What follows belongs to an exercise in optimizing a design on an open flow for small area, a short achievable clock period and few clock cycles per item; a production flow would make more cautious choices.
No activity file was given, so power comes from the tool's default toggle rates.

==> module fp_add_stage2, before the edit <==
module fp_add_stage2 (
    input  logic [24:0] x,
    input  logic [27:0] y,
    input  logic [7:0]  e,
    input  logic        sub,
    input  logic        s,
    input  logic        inf,
    input  logic        nan,
    input  logic        zero,
    output logic [31:0] result
);
    logic [27:0] sum;
    logic        top;              
    logic        rnd_t, rnd_u;     
    logic [24:0] ones;             
    logic [23:0] inc_t, inc_u;     
    logic        cy_t, cy_u;       
    logic [22:0] f_frac;
    logic        f_cy;
    logic [9:0]  f_exp;
    logic        f_ovf, f_unf;
    logic        near;
    logic [4:0]  lz;
    logic [25:0] n_sh;
    logic [9:0]  n_exp;
    fp_prefix_add #(.W(28)) u_add (
        .a   ({x, 3'b000}),
        .b   (y),
        .cin (sub),
        .s   (sum)
    );
    assign top   = sum[27];
    assign rnd_t = sum[3] & (sum[4] | sum[2] | sum[1] | sum[0]);
    assign rnd_u = sum[2] & (sum[3] | sum[1] | sum[0]);
    logic [23:0] ones4;            
    fp_prefix_and #(.W(24)) u_ones (
        .a (sum[27:4]),
        .y (ones4)
    );
    assign ones[0] = sum[3];
    assign ones[24:1] = ones4 & {24{sum[3]}};
    always_comb begin
        inc_t[0] = sum[4] ^ rnd_t;
        inc_u[0] = sum[3] ^ rnd_u;
        for (int k = 1; k < 24; k++) begin
            inc_t[k] = sum[k+4] ^ (rnd_t & ones4[k-1]);
            inc_u[k] = sum[k+3] ^ (rnd_u & ones[k-1]);
        end
    end
    assign cy_t = rnd_t & ones4[23];
    assign cy_u = rnd_u & ones[23];
    assign f_frac = top ? inc_t[22:0] : inc_u[22:0];
    assign f_cy   = top ? cy_t : cy_u;
    logic [9:0] eb0, eb1, eb2;
    logic [2:0] ov, un;
    assign eb0 = {2'b00, e} - {9'd0, sub};
    assign eb1 = eb0 + 10'd1;
    assign eb2 = eb0 + 10'd2;
    assign ov  = {eb2 >= 10'd255, eb1 >= 10'd255, eb0 >= 10'd255};
    assign un  = {eb2 == 10'd0, eb1 == 10'd0, (eb0 == 10'd0) | eb0[9]};
    always_comb begin
        case ({top, f_cy})
            2'b00:   begin f_exp = eb0; f_ovf = ov[0]; f_unf = un[0]; end
            2'b11:   begin f_exp = eb2; f_ovf = ov[2]; f_unf = un[2]; end
            default: begin f_exp = eb1; f_ovf = ov[1]; f_unf = un[1]; end
        endcase
    end
    assign near = ~(sum[27] | sum[26]);
    logic [31:0] lz_in;
    logic [15:0] v1;
    logic [7:0]  v2;
    logic [3:0]  v3;
    logic [1:0]  v4;
    logic [15:0] z1;
    logic [15:0] z2;
    logic [11:0] z3;
    logic [7:0]  z4;
    assign lz_in = {sum[25:0], 6'b111111};
    always_comb begin
        for (int g = 0; g < 16; g++) begin
            v1[g] = lz_in[2*g+1] | lz_in[2*g];
            z1[g] = ~lz_in[2*g+1];
        end
        for (int g = 0; g < 8; g++) begin
            v2[g]          = v1[2*g+1] | v1[2*g];
            z2[2*g+1]      = ~v1[2*g+1];
            z2[2*g]        = v1[2*g+1] ? z1[2*g+1] : z1[2*g];
        end
        for (int g = 0; g < 4; g++) begin
            v3[g]          = v2[2*g+1] | v2[2*g];
            z3[3*g+2]      = ~v2[2*g+1];
            z3[3*g+:2]     = v2[2*g+1] ? z2[4*g+2+:2] : z2[4*g+:2];
        end
        for (int g = 0; g < 2; g++) begin
            v4[g]          = v3[2*g+1] | v3[2*g];
            z4[4*g+3]      = ~v3[2*g+1];
            z4[4*g+:3]     = v3[2*g+1] ? z3[6*g+3+:3] : z3[6*g+:3];
        end
        lz = v4[1] ? {1'b0, z4[7:4]} : {1'b1, z4[3:0]};
    end
    assign n_sh  = sum[25:0] << lz;
    assign n_exp = {2'b00, e} - 10'd2 - {5'd0, lz};
    always_comb begin
        if (nan) begin
            result = 32'hFFFF_FFFF;
        end else if (inf) begin
            result = {s, 8'hFF, 23'd0};
        end else if (zero) begin
            result = 32'd0;
        end else if (near) begin
            if (sum[25:0] == 26'd0) begin
                result = 32'd0;
            end else if (n_exp[9] | (n_exp[7:0] == 8'd0)) begin
                result = {s, 31'd0};
            end else begin
                result = {s, n_exp[7:0], n_sh[24:2]};
            end
        end else if (f_ovf) begin
            result = {s, 8'hFF, 23'd0};
        end else if (f_unf) begin
            result = {s, 31'd0};
        end else begin
            result = {s, f_exp[7:0], f_frac};
        end
    end
endmodule
clock: 6.0 ns
lec_check: 0
abc_area: 1
cap_margin: 20
core_margin: 2
core_utilization: 40
setup_slack_margin: 1.5
slew_margin: 20
standard.sh (not shown) runs the stock make flow with config.mk's settings and CLKGATE_MAP_FILE= SYNTH_SCRIPT=/design/flow/synth_recipe.tcl, a recipe that flattens the netlist after the stock synthesis.
==> flow/flow/run.sh <==
#!/bin/bash
# Standard layout, with plain buffers on the ports instead of the delay
# cells the port buffering picks by default.
set -euo pipefail
bash standard.sh BUFFER_PORTS_ARGS="-buffer_cell sky130_fd_sc_hd__buf_1" finish > standard.log 2>&1
Change:
--- a/flow/design.v
+++ b/flow/design.v
@@ -218,4 +218,12 @@
     assign n_sh  = sum[25:0] << lz;
     assign n_exp = {2'b00, e} - 10'd2 - {5'd0, lz};
+    logic [25:0] n_win;
+    logic        n_unf;
+    always_comb begin
+        for (int i = 0; i < 26; i++) begin
+            n_win[i] = ({2'b00, e} > 10'(27 - i));
+        end
+    end
+    assign n_unf = ~|(sum[25:0] & n_win);
     always_comb begin
         if (nan) begin
@@ -228,5 +236,5 @@
             if (sum[25:0] == 26'd0) begin
                 result = 32'd0;
-            end else if (n_exp[9] | (n_exp[7:0] == 8'd0)) begin
+            end else if (n_unf) begin
                 result = {s, 31'd0};
             end else begin
The changed run finished clean.
Clock power rose by 4.8%.
Via count rose by 5.0%.
Power rose by 2.2%.
Synthesized area rose by 2.1%.
Critical path depth rose by 1.
Hold slack is worse by 5.4 ps.
Routed wire length rose by 15%.
Die area rose by 2.1%.
Sequential share of layout area fell by 0.17 points.
No functional check of the RTL was part of any run of this note.

==> afterwards: timing with drivers on the ports <==
Ports are ideal in the flow. The routed layouts listed here were re-timed in OpenROAD. Step 1 sets driving cells, clkbuf_16 on the clock port and buf_2 on the other inputs (assumed; they add their load-dependent delay and slew). Step 2, shift: input delay + t, output delay - t, t = (earliest + latest rising clock arrival at the registers) / 2. This alone moves slack from input paths to output paths. Three values: ideal, step 1, step 2; two values: the first two.
| run | shift t [ns] | setup slack, ns | worst setup path after step 2 | pins driven straight from the clock port |
|---|---|---|---|---|
| the first run | 0.405 | 1.607 / 1.607 / 1.261 | input to register | 1 |
| the second run | 0.407 | 1.508 / 1.508 / 1.346 | input to register | 1 |
After both steps setup and hold are still met in every run listed. The setup slack of the first run, which loses most, moves by 0.000 ns with the drivers and by -0.346 ns with both steps.
